What follows belongs to an exercise in optimizing a design on an open flow for small area; a production flow would make more cautious choices. The RTL was checked by simulation tests, not by an equivalence proof against the original design. Power figures rest on the tool's default switching activity, not on a simulated workload.

==> flow/design.v <==
`timescale 1ns/1ps
package game_pkg;
    typedef logic [3:0]  coord_t;
    typedef logic [8:0]  troop_t;
    typedef logic [6:0]  cell_addr_t;    
    typedef logic [13:0] cell_word_t;    
    typedef logic [11:0] apb_addr_t;
    typedef logic [31:0] apb_data_t;
    typedef enum logic [2:0] {NPC, RED, BLUE} player_t;
    typedef enum logic [1:0] {TERRITORY, MOUNTAIN, CROWN, CITY} piece_t;
    typedef enum logic [1:0] {
        CHOOSE     = 2'b00,
        MOVE_TOTAL = 2'b10,
        MOVE_HALF  = 2'b11
    } cursor_mode_t;
    typedef enum logic [2:0] {W, A, S, D, SPACE, Z, NONE} key_op_t;
    typedef enum logic [2:0] {IDLE, READ_SRC, READ_DST, WRITE_DST, WRITE_SRC} engine_state_t;
    localparam coord_t     board_width      = 4'd10;
    localparam cell_addr_t cell_count       = 7'd100;
    localparam coord_t     crown_red_h      = 4'd2;
    localparam coord_t     crown_red_v      = 4'd3;
    localparam coord_t     crown_blue_h     = 4'd8;
    localparam coord_t     crown_blue_v     = 4'd7;
    localparam troop_t     crown_red_troop  = 9'h057;
    localparam troop_t     crown_blue_troop = 9'h059;
    localparam troop_t     city_troop       = 9'h043;
    localparam coord_t     mountain_row     = 4'd5;
    localparam coord_t     mountain_last_h  = 4'd3;    
    localparam coord_t     city_a_h         = 4'd6;
    localparam coord_t     city_a_v         = 4'd2;
    localparam coord_t     city_b_h         = 4'd4;
    localparam coord_t     city_b_v         = 4'd8;
    localparam int         owner_lsb        = 11;
    localparam int         piece_lsb        = 9;
    localparam int         troop_lsb        = 0;
    localparam apb_addr_t  status_addr      = 12'h100;
    function automatic logic [6:0] cell_index(input logic [3:0] h, input logic [3:0] v);
        cell_index = {3'b000, v} * 7'd10 + {3'b000, h};
    endfunction
    function automatic logic [13:0] pack_cell(input logic [2:0] owner, input logic [1:0] piece,
                                              input logic [8:0] troop);
        pack_cell = {owner, piece, troop};    
    endfunction
endpackage
`timescale 1ns/1ps
module game_engine (
    input  logic                    clock,
    input  logic                    reset,
    input  logic                    keyboard_ready,
    input  game_pkg::key_op_t       keyboard_data,
    output logic                    key_read_fin,
    output logic                    mem_req,
    input  logic                    mem_gnt,
    output logic                    mem_we,
    output game_pkg::cell_addr_t    mem_addr,
    output game_pkg::cell_word_t    mem_wdata,
    input  game_pkg::cell_word_t    mem_rdata,
    output game_pkg::coord_t        cursor_h,
    output game_pkg::coord_t        cursor_v,
    output game_pkg::cursor_mode_t  cursor_mode,
    output game_pkg::player_t       current_player,
    output logic                    idle
);
    game_pkg::engine_state_t state;
    game_pkg::key_op_t       op;            
    logic                    rd_valid;      
    game_pkg::piece_t        src_piece;
    game_pkg::troop_t        src_troop;
    game_pkg::piece_t        dst_piece;
    game_pkg::coord_t        tgt_h;
    game_pkg::coord_t        tgt_v;
    logic                    on_board;
    game_pkg::player_t       rd_owner;
    game_pkg::piece_t        rd_piece;
    game_pkg::troop_t        rd_troop;
    game_pkg::troop_t        moved_troop;
    game_pkg::player_t       next_player;
    logic                    move_mode;
    assign rd_owner = game_pkg::player_t'(mem_rdata[game_pkg::owner_lsb +: 3]);
    assign rd_piece = game_pkg::piece_t'(mem_rdata[game_pkg::piece_lsb +: 2]);
    assign rd_troop = mem_rdata[game_pkg::troop_lsb +: 9];
    assign move_mode   = cursor_mode[1];
    assign next_player = (current_player == game_pkg::RED) ? game_pkg::BLUE : game_pkg::RED;
    assign moved_troop = (cursor_mode == game_pkg::MOVE_TOTAL) ? src_troop - 1'b1
                                                              : src_troop >> 1;
    assign idle = (state == game_pkg::IDLE) && (op == game_pkg::NONE);
    always_comb begin
        tgt_h    = cursor_h;
        tgt_v    = cursor_v;
        on_board = 1'b0;
        case (op)
            game_pkg::W: begin
                on_board = (cursor_v != '0);
                tgt_v    = cursor_v - 1'b1;
            end
            game_pkg::A: begin
                on_board = (cursor_h != '0);
                tgt_h    = cursor_h - 1'b1;
            end
            game_pkg::S: begin
                on_board = (cursor_v != game_pkg::board_width - 1'b1);
                tgt_v    = cursor_v + 1'b1;
            end
            game_pkg::D: begin
                on_board = (cursor_h != game_pkg::board_width - 1'b1);
                tgt_h    = cursor_h + 1'b1;
            end
            default: ;
        endcase
    end
    assign mem_we  = (state == game_pkg::WRITE_DST) || (state == game_pkg::WRITE_SRC);
    assign mem_req = mem_we ||
                     (((state == game_pkg::READ_SRC) || (state == game_pkg::READ_DST)) &&
                      !rd_valid);
    assign mem_addr = ((state == game_pkg::READ_SRC) || (state == game_pkg::WRITE_SRC))
                    ? game_pkg::cell_index(cursor_h, cursor_v)
                    : game_pkg::cell_index(tgt_h, tgt_v);
    assign mem_wdata = (state == game_pkg::WRITE_DST)
                     ? game_pkg::pack_cell(current_player, dst_piece, moved_troop)
                     : game_pkg::pack_cell(current_player, src_piece, src_troop - moved_troop);
    always_ff @(posedge clock) begin
        if (reset) begin
            state          <= game_pkg::IDLE;
            op             <= game_pkg::NONE;
            key_read_fin   <= 1'b0;
            rd_valid       <= 1'b0;
            cursor_h       <= '0;
            cursor_v       <= '0;
            cursor_mode    <= game_pkg::CHOOSE;
            current_player <= game_pkg::RED;
        end else begin
            key_read_fin <= 1'b0;
            rd_valid     <= mem_req && mem_gnt && !mem_we;
            case (state)
                game_pkg::IDLE: begin
                    if (op == game_pkg::NONE) begin
                        if (keyboard_ready && !key_read_fin) begin    
                            key_read_fin <= 1'b1;
                            if (keyboard_data <= game_pkg::Z) begin
                                op <= keyboard_data;    
                            end
                        end
                    end else if (op == game_pkg::SPACE && !move_mode) begin
                        state <= game_pkg::READ_SRC;    
                    end else if (move_mode && on_board) begin
                        state <= game_pkg::READ_SRC;
                    end else begin
                        op <= game_pkg::NONE;
                        if (op == game_pkg::SPACE) begin
                            cursor_mode <= game_pkg::CHOOSE;
                        end else if (op == game_pkg::Z && move_mode) begin
                            cursor_mode <= (cursor_mode == game_pkg::MOVE_TOTAL)
                                         ? game_pkg::MOVE_HALF : game_pkg::MOVE_TOTAL;
                        end else if (!move_mode && on_board) begin
                            cursor_h <= tgt_h;
                            cursor_v <= tgt_v;
                        end
                    end
                end
                game_pkg::READ_SRC: begin
                    if (rd_valid) begin
                        src_piece <= rd_piece;
                        src_troop <= rd_troop;
                        if (op == game_pkg::SPACE) begin
                            if (rd_owner == current_player && rd_troop >= 9'd2) begin
                                cursor_mode <= game_pkg::MOVE_TOTAL;
                            end
                            op    <= game_pkg::NONE;
                            state <= game_pkg::IDLE;
                        end else begin
                            state <= game_pkg::READ_DST;
                        end
                    end
                end
                game_pkg::READ_DST: begin
                    if (rd_valid) begin
                        dst_piece <= rd_piece;
                        if (rd_owner == game_pkg::NPC &&
                            (rd_piece == game_pkg::TERRITORY || rd_piece == game_pkg::CITY)) begin
                            state <= game_pkg::WRITE_DST;
                        end else begin
                            op    <= game_pkg::NONE;    
                            state <= game_pkg::IDLE;
                        end
                    end
                end
                game_pkg::WRITE_DST: begin
                    if (mem_gnt) begin
                        state <= game_pkg::WRITE_SRC;
                    end
                end
                default: begin    
                    if (mem_gnt) begin
                        op             <= game_pkg::NONE;
                        state          <= game_pkg::IDLE;
                        current_player <= next_player;
                        cursor_mode    <= game_pkg::CHOOSE;
                        cursor_h <= (next_player == game_pkg::BLUE) ? game_pkg::crown_blue_h
                                                                     : game_pkg::crown_red_h;
                        cursor_v <= (next_player == game_pkg::BLUE) ? game_pkg::crown_blue_v
                                                                     : game_pkg::crown_red_v;
                    end
                end
            endcase
        end
    end
endmodule
`timescale 1ns/1ps
module apb_board_reader (
    input  logic                    clock,
    input  logic                    reset,
    input  logic                    psel,
    input  logic                    penable,
    input  logic                    pwrite,
    input  game_pkg::apb_addr_t     paddr,
    input  game_pkg::apb_data_t     pwdata,
    output game_pkg::apb_data_t     prdata,
    output logic                    pready,
    output logic                    pslverr,
    output logic                    mem_req,
    input  logic                    mem_gnt,
    output logic                    mem_we,
    output game_pkg::cell_addr_t    mem_addr,
    output game_pkg::cell_word_t    mem_wdata,
    input  game_pkg::cell_word_t    mem_rdata,
    input  game_pkg::coord_t        cursor_h,
    input  game_pkg::coord_t        cursor_v,
    input  game_pkg::cursor_mode_t  cursor_mode,
    input  game_pkg::player_t       current_player,
    input  logic                    idle
);
    logic                access;
    logic                cell_rd;
    logic                status_rd;
    logic                rd_done;        
    game_pkg::apb_data_t status_word;
    assign access    = psel && penable;
    assign cell_rd   = access && !pwrite &&
                       (paddr < game_pkg::apb_addr_t'(game_pkg::cell_count));
    assign status_rd = access && !pwrite && (paddr == game_pkg::status_addr);
    always_comb begin
        status_word        = '0;
        status_word[3:0]   = cursor_h;
        status_word[7:4]   = cursor_v;
        status_word[9:8]   = cursor_mode;
        status_word[12:10] = current_player;
        status_word[16]    = idle;
    end
    assign mem_req   = cell_rd && !rd_done;
    assign mem_we    = 1'b0;
    assign mem_addr  = game_pkg::cell_addr_t'(paddr);
    assign mem_wdata = '0;
    always_ff @(posedge clock) begin
        if (reset) begin
            rd_done <= 1'b0;
        end else begin
            rd_done <= mem_req && mem_gnt;
        end
    end
    assign pready  = access && (!cell_rd || rd_done);
    assign pslverr = access && !cell_rd && !status_rd;
    assign prdata  = cell_rd   ? game_pkg::apb_data_t'(mem_rdata)
                   : status_rd ? status_word
                   : '0;
endmodule
`timescale 1ns/1ps
module board_arbiter (
    input  logic            clock,
    input  logic            reset,
    input  logic                    eng_req,
    output logic                    eng_gnt,
    input  logic                    eng_we,
    input  game_pkg::cell_addr_t    eng_addr,
    input  game_pkg::cell_word_t    eng_wdata,
    output game_pkg::cell_word_t    eng_rdata,
    input  logic                    host_req,
    output logic                    host_gnt,
    input  logic                    host_we,
    input  game_pkg::cell_addr_t    host_addr,
    input  game_pkg::cell_word_t    host_wdata,
    output game_pkg::cell_word_t    host_rdata,
    output logic                    mem_req,
    input  logic                    mem_gnt,
    output logic                    mem_we,
    output game_pkg::cell_addr_t    mem_addr,
    output game_pkg::cell_word_t    mem_wdata,
    input  game_pkg::cell_word_t    mem_rdata
);
    logic rd_owner_eng;    
    assign eng_gnt  = mem_gnt && eng_req;
    assign host_gnt = mem_gnt && host_req && !eng_req;
    assign mem_req = eng_req || host_req;
    always_comb begin
        if (eng_req) begin
            mem_we    = eng_we;
            mem_addr  = eng_addr;
            mem_wdata = eng_wdata;
        end else begin
            mem_we    = host_we;
            mem_addr  = host_addr;
            mem_wdata = host_wdata;
        end
    end
    always_ff @(posedge clock) begin
        if (reset) begin
            rd_owner_eng <= 1'b0;
        end else if (mem_req && mem_gnt && !mem_we) begin
            rd_owner_eng <= eng_req;
        end
    end
    assign eng_rdata  = rd_owner_eng ? mem_rdata : '0;
    assign host_rdata = rd_owner_eng ? '0 : mem_rdata;
endmodule
`timescale 1ns/1ps
module board_ram (
    input  logic          clock,
    input  logic          reset,
    input  logic                    mem_req,
    output logic                    mem_gnt,
    input  logic                    mem_we,
    input  game_pkg::cell_addr_t    mem_addr,
    input  game_pkg::cell_word_t    mem_wdata,
    output game_pkg::cell_word_t    mem_rdata
);
    game_pkg::cell_word_t cells [game_pkg::cell_count];
    game_pkg::cell_addr_t fill_idx;
    game_pkg::cell_word_t fill_word;
    logic                 filling;
    assign mem_gnt = !filling;    
    always_comb begin
        fill_word = game_pkg::pack_cell(game_pkg::NPC, game_pkg::TERRITORY, '0);
        if (fill_idx == game_pkg::cell_index(game_pkg::crown_red_h, game_pkg::crown_red_v)) begin
            fill_word = game_pkg::pack_cell(game_pkg::RED, game_pkg::CROWN,
                                            game_pkg::crown_red_troop);
        end else if (fill_idx == game_pkg::cell_index(game_pkg::crown_blue_h,
                                                      game_pkg::crown_blue_v)) begin
            fill_word = game_pkg::pack_cell(game_pkg::BLUE, game_pkg::CROWN,
                                            game_pkg::crown_blue_troop);
        end else if (fill_idx >= game_pkg::cell_index('0, game_pkg::mountain_row) &&
                     fill_idx <= game_pkg::cell_index(game_pkg::mountain_last_h,
                                                      game_pkg::mountain_row)) begin
            fill_word = game_pkg::pack_cell(game_pkg::NPC, game_pkg::MOUNTAIN, '0);
        end else if (fill_idx == game_pkg::cell_index(game_pkg::city_a_h, game_pkg::city_a_v) ||
                     fill_idx == game_pkg::cell_index(game_pkg::city_b_h, game_pkg::city_b_v)) begin
            fill_word = game_pkg::pack_cell(game_pkg::NPC, game_pkg::CITY,
                                            game_pkg::city_troop);
        end
    end
    always_ff @(posedge clock) begin
        if (reset) begin
            filling  <= 1'b1;
            fill_idx <= '0;
        end else if (filling) begin
            fill_idx <= fill_idx + 1'b1;
            if (fill_idx == game_pkg::cell_count - 1'b1) begin
                filling <= 1'b0;
            end
        end
    end
    always_ff @(posedge clock) begin
        if (filling) begin
            cells[fill_idx] <= fill_word;
        end else if (mem_req && mem_we) begin
            cells[mem_addr] <= mem_wdata;
        end
        if (mem_req && mem_gnt && !mem_we) begin
            mem_rdata <= cells[mem_addr];    
        end
    end
endmodule
`timescale 1ns/1ps
module game_top (
    input  logic                 clock,
    input  logic                 reset,
    input  logic                 keyboard_ready,
    input  logic [2:0]           keyboard_data,
    output logic                 key_read_fin,
    input  logic                 psel,
    input  logic                 penable,
    input  logic                 pwrite,
    input  game_pkg::apb_addr_t  paddr,
    input  game_pkg::apb_data_t  pwdata,
    output game_pkg::apb_data_t  prdata,
    output logic                 pready,
    output logic                 pslverr
);
    game_pkg::coord_t       cursor_h;
    game_pkg::coord_t       cursor_v;
    game_pkg::cursor_mode_t cursor_mode;
    game_pkg::player_t      current_player;
    logic                   idle;
    logic                 eng_req,   host_req,   ram_req;
    logic                 eng_gnt,   host_gnt,   ram_gnt;
    logic                 eng_we,    host_we,    ram_we;
    game_pkg::cell_addr_t eng_addr,  host_addr,  ram_addr;
    game_pkg::cell_word_t eng_wdata, host_wdata, ram_wdata;
    game_pkg::cell_word_t eng_rdata, host_rdata, ram_rdata;
    game_engine i_game_engine (
        .clock          (clock),
        .reset          (reset),
        .keyboard_ready (keyboard_ready),
        .keyboard_data  (game_pkg::key_op_t'(keyboard_data)),    
        .key_read_fin   (key_read_fin),
        .mem_req (eng_req),
        .mem_gnt (eng_gnt),
        .mem_we (eng_we),
        .mem_addr (eng_addr),
        .mem_wdata (eng_wdata),
        .mem_rdata (eng_rdata),
        .cursor_h       (cursor_h),
        .cursor_v       (cursor_v),
        .cursor_mode    (cursor_mode),
        .current_player (current_player),
        .idle           (idle)
    );
    apb_board_reader i_apb_board_reader (
        .clock (clock),
        .reset (reset),
        .psel (psel),
        .penable (penable),
        .pwrite (pwrite),
        .paddr (paddr),
        .pwdata (pwdata),
        .prdata (prdata),
        .pready (pready),
        .pslverr (pslverr),
        .mem_req (host_req),
        .mem_gnt (host_gnt),
        .mem_we (host_we),
        .mem_addr (host_addr),
        .mem_wdata (host_wdata),
        .mem_rdata (host_rdata),
        .cursor_h (cursor_h),
        .cursor_v (cursor_v),
        .cursor_mode (cursor_mode),
        .current_player (current_player),
        .idle (idle)
    );
    board_arbiter i_board_arbiter (
        .clock (clock),
        .reset (reset),
        .eng_req (eng_req),
        .eng_gnt (eng_gnt),
        .eng_we (eng_we),
        .eng_addr (eng_addr),
        .eng_wdata (eng_wdata),
        .eng_rdata (eng_rdata),
        .host_req (host_req),
        .host_gnt (host_gnt),
        .host_we (host_we),
        .host_addr (host_addr),
        .host_wdata (host_wdata),
        .host_rdata (host_rdata),
        .mem_req (ram_req),
        .mem_gnt (ram_gnt),
        .mem_we (ram_we),
        .mem_addr (ram_addr),
        .mem_wdata (ram_wdata),
        .mem_rdata (ram_rdata)
    );
    board_ram i_board_ram (
        .clock (clock),
        .reset (reset),
        .mem_req (ram_req),
        .mem_gnt (ram_gnt),
        .mem_we (ram_we),
        .mem_addr (ram_addr),
        .mem_wdata (ram_wdata),
        .mem_rdata (ram_rdata)
    );
endmodule
==> flow/run.sh <==
#!/bin/bash
# synth_recipe.tcl (not shown) runs the flow's synth.tcl, then flattens the netlist and writes it again
# the make line also repeats each setting of config.mk as NAME=value (left out here)
make -C /OpenROAD-flow-scripts/flow DESIGN_CONFIG=/design/flow/config.mk WORK_HOME=/design/flow/orfs CLKGATE_MAP_FILE= SYNTH_SCRIPT=/design/flow/synth_recipe.tcl finish
==> flow/config.mk <==
export PLATFORM = sky130hd
export DESIGN_NAME = game_top
export DESIGN_NICKNAME = game_top
export VERILOG_FILES = /design/flow/design.v
export SDC_FILE = /design/flow/constraint.sdc
export NUM_CORES = 4
export LEC_CHECK = 0
export CAP_MARGIN = 20
export CORE_MARGIN = 2
export CORE_UTILIZATION = 40
export SLEW_MARGIN = 20
==> flow/constraint.sdc <==
create_clock -name core_clock -period 10.0 [get_ports {clock}]
set_input_delay 2.0000 -clock core_clock [delete_from_list [all_inputs] [get_ports {clock}]]
set_output_delay 2.0000 -clock core_clock [all_outputs]
set_load 0.01 [all_outputs]
==> summary.txt <==
Synth
  • Post-synth top area cell: edfxtp_1
  • Most instantiated cells after synthesis: edfxtp_1, nand2_1, nand3_1
  • Predominant post-synthesis flop cell: edfxtp_1
  • Synth Register Bits: 1356
  • Area share of the largest cell type after synthesis: 0.703
  • Synthesized area: 0.0566 mm2
  • Post-synthesis cell count: 4207
  • Register area share after synthesis: 0.714
  • Yosys warns: 4
  • Syn avg cell area: 13.5 um2
  • Post-synth EDFFs: 1326
  • Area contributors post-synth: edfxtp_1, nand2_1, nand3_1
  • Fraction of registers with async set/reset: 0
  • Most frequent cell after synthesis: edfxtp_1
  • Post-synthesis cell type count: 93

Die
  • Die X-Extent: 380 um
  • Starting Density: 0.401
  • Top Ports: 88
  • Core Area: 0.141 mm2
  • Row count: 138
  • Die span in y: 380 um
  • Die Area: 0.145 mm2

Finish
  • Number of fill cells: 12.4k
  • Synthesis-to-layout area growth: 13.0%
  • Final core occ: 0.454
  • Total Nets Final: 4374
  • Share of layout cells above drive strength 1: 0.116
  • Non-Filler Instances: 6280

Critical path
  • Buf+Inv Stages, Crit Path: 2
  • Slowest CP cell: nor2_2
  • Reg2reg setup slack: 2990 ps
  • Max stage delay on crit path: 880 ps
  • CP required: 10390 ps
  • Critical Path End Type: flip-flop
  • Crit path launch type: flip-flop
  • Arr. time, crit path: 7410 ps
  • Top cell family by delay on the critical path: simple AND/OR/NAND/NOR gates
  • Reg-to-Reg Start: i_game_engine.op[2]$_SDFFE_PP1P_
  • Worst r2r dst: i_board_ram.cells[16][10]$_DFFE_PP_
  • R2r worst-path depth: 17
  • Critical path type: reg2reg
  • Critical path fanouts, max: 15
  • Worst path cell trace: nor2_1 -> nand2_1 -> ha_1 -> or4_1 -> o221a_1 -> a221oi_2 -> inv_1 -> ha_1 -> ha_1 -> and3_1 -> o32ai_1 -> mux2_2 -> buf_4 -> nand2_1 -> o21ai_0 -> nand2_1 -> nor2_2

Clock tree
  • CTS clk-pin slew, worst paths: 60 ps
  • H-tree depth: 4
  • Cts bufs inserted: 144
  • CTS tree: built
  • Clock Tree Buf Depth: 3
  • Post_cts resized: 0
  • Skew-Pair Late Insertion Delay: 790 ps
  • Post-CTS Setup Bufs: 0
  • Root Buffer: clkbuf_16
  • Sinks on Clock Net: 1356
  • Hold buffers post-CTS: 0

Timing
  • Count of final setup violators: 0
  • RSZ-0062 raised after global routing: no
  • Fmax: 0.143 GHz
  • Slew HR: 0.209
  • Final hold vios: 0
  • Minimum clock period: 7010 ps
  • Hold slack: 443 ps
  • Layout Skew: 37.9 ps
  • Setup_tns: 0 ps
  • Final period util: 0.701
  • Worst slew pin tran: 1180 ps
  • Max-slew violation count: 0

GRT
  • First-pass GRT wire length: 222000 um
  • Largest net degree at the start of global routing: 168
  • Initial antenna violation count: 4
  • Overall routing resource usage: 0.205
  • Grt ovf: 0
  • Vias in the first global route: 33.2k

Routing
  • Routed Antenna Nets: 0
  • DRT iter0 DRCs: 4217
  • Drt first pass iters: 6
  • DR vias: 35.2k
  • Wire per inst: 24.1 um
  • Drt total wl: 151000 um
  • Drc violations: 0
  • Vias per cell: 5.61

Min path
  • Hold crit path type: reg2reg
  • Hold path depth: 1
  • WHS Endpoint: i_game_engine.key_read_fin$_SDFF_PP0_
  • Hold_sp: i_game_engine.key_read_fin$_SDFF_PP0_

Flow run
  • Max_cap viols: 0

Power
  • Power per cell area: 227 mW/mm2
  • Max VDD drop: 0.000188 V
  • Pleak: 22.1 nW

Outcome
  • Status: finished clean

Placement
  • # port buffers: 37
  • GPL Wtd Cong: 0.890
  • Final HPWL DP: 88400 um
  • Dpl cells: 6026
[worst max-delay path by stage]
| stage | start | end | cells past startpoint |
|---|---|---|---|
| 5_1_grt | i_game_engine.op[2]$_SDFFE_PP1P_ | i_board_ram.cells[60][8]$_DFFE_PP_ | 19 |
| 3_5_place_dp | i_game_engine.op[2]$_SDFFE_PP1P_ | i_board_ram.cells[16][1]$_DFFE_PP_ | 17 |
| 6_report | i_game_engine.op[2]$_SDFFE_PP1P_ | i_board_ram.cells[16][10]$_DFFE_PP_ | 17 |
| 4_1_cts | i_game_engine.op[2]$_SDFFE_PP1P_ | i_board_ram.cells[60][10]$_DFFE_PP_ | 19 |
| 3_3_place_gp | i_game_engine.op[2]$_SDFFE_PP1P_ | i_board_ram.cells[55][4]$_DFFE_PP_ | 17 |
| 2_1_floorplan | i_game_engine.cursor_mode[0]$_SDFFE_PP0P_ | i_board_ram.cells[0][6]$_DFFE_PP_ | 14 |
[registers in the layout, summed over array words and instances (netlist names)]
signal	count
i_game_engine.cursor_v	4
i_board_ram.fill_idx	7
i_game_engine.rd_valid	1
i_board_ram.filling	1
i_game_engine.current_player	2
i_game_engine.key_read_fin	1
i_game_engine.op	3
i_game_engine.dst_piece	2
i_game_engine.state	3
i_game_engine.src_troop	9
i_game_engine.cursor_h	4
i_game_engine.src_piece	2
i_board_ram.mem_rdata	13
i_board_ram.cells	1300
i_apb_board_reader.rd_done	1
i_board_arbiter.rd_owner_eng	1
i_game_engine.cursor_mode	2
[power breakdown]
| part | internal, mW | total (mW) | switching, mW |
|---|---|---|---|
| sequential | 6.18 | 6.21 | 0.0290 |
| clock | 2.82 | 4.99 | 2.17 |
| combinational | 0.964 | 3.35 | 2.38 |
| total | 9.96 | 14.6 | 4.59 |
[cell usage in the layout, fill, tap and decap left out, drive strengths merged, types with 37 or more instances in the layout]
cell / netlist / final
a21oi: 72 / 72
a31oi: 43 / 43
a32oi: 62 / 62
and3: 39 / 39
buf: 208 / 155
clkbuf: 70 / 191
clkdlybuf4s50: 0 / 37
clkinv: 1 / 48
edfxtp: 1326 / 1326
mux2: 41 / 41
mux2i: 150 / 150
nand2: 989 / 989
nand3: 409 / 409
nand4: 78 / 78
nor2: 174 / 174
nor3: 67 / 67
o21ai: 53 / 53
o22ai: 38 / 38
[per-layer routing]
metal	wire length [um]	up-vias	GRT usage
met4	4060	0	0.0657
met5	0	-	0
met2	69700	1509	0.316
met3	13300	210	0.0418
li1	-	15900	-
met1	64000	17600	0.291
[cells by family after synthesis]
kind of cell               count (synthesis)  share of synthesized area
AOI/OAI and AO/OA                        419                     0.0536
xor gates and xnor gates                  26                    0.00415
adders and majority gates                 36                    0.00888
buffers and inverters                    306                     0.0298
DFF                                     1356                      0.714
muxes                                    219                     0.0458
other                                      1                  0.0000662
and+or+nand+nor                         1844                      0.144
[final cells by class]
class                   instances  area, um2  area share
inverters                      28        105     0.00164
multi-input cells            2562      15100       0.236
diodes                          1       2.50   0.0000391
clock inverters                60        454     0.00710
well taps                    1890       2360      0.0370
repair buffers                193       1670      0.0260
flip-flops and latches       1356      40400       0.632
clock buffers                 190       3890      0.0608
[stage by stage]
stage	power [mW]	cell area, um2	setup slack (ps)
4_1_cts	14.6	63900	3010
3_3_place_gp	9.63	59500	3020
5_1_grt	15.1	64000	2690
6_report	14.6	64000	2990
2_1_floorplan	8.58	56700	2810
3_5_place_dp	9.66	59600	3090

afterwards: timing with drivers on the ports:
In the flow no input, the clock included, has a driving cell. The finished layout below was timed again as built, in two steps. Step 1: set_driving_cell puts a clkbuf_16 on clock and a buf_2 on each other input, an assumption about the parent block. Step 2, shift: input delay + t, output delay - t, t = (earliest + latest rising clock arrival at the registers) / 2. This alone moves slack from input paths to output paths. Slacks: ideal ports / drivers / drivers and shift; pairs: ideal ports / drivers.
t (ns): 0.851
setup slack, ns: 2.988 / 2.988 / 2.988
worst hold slack (ns): 0.443 / 0.443 / 0.443
clock arrival spread, ns: 0.038 / 0.038
After both steps setup and hold are still met in this run. For this run, drivers alone change the setup slack by 0.000 ns; drivers and shift together by 0.000 ns.
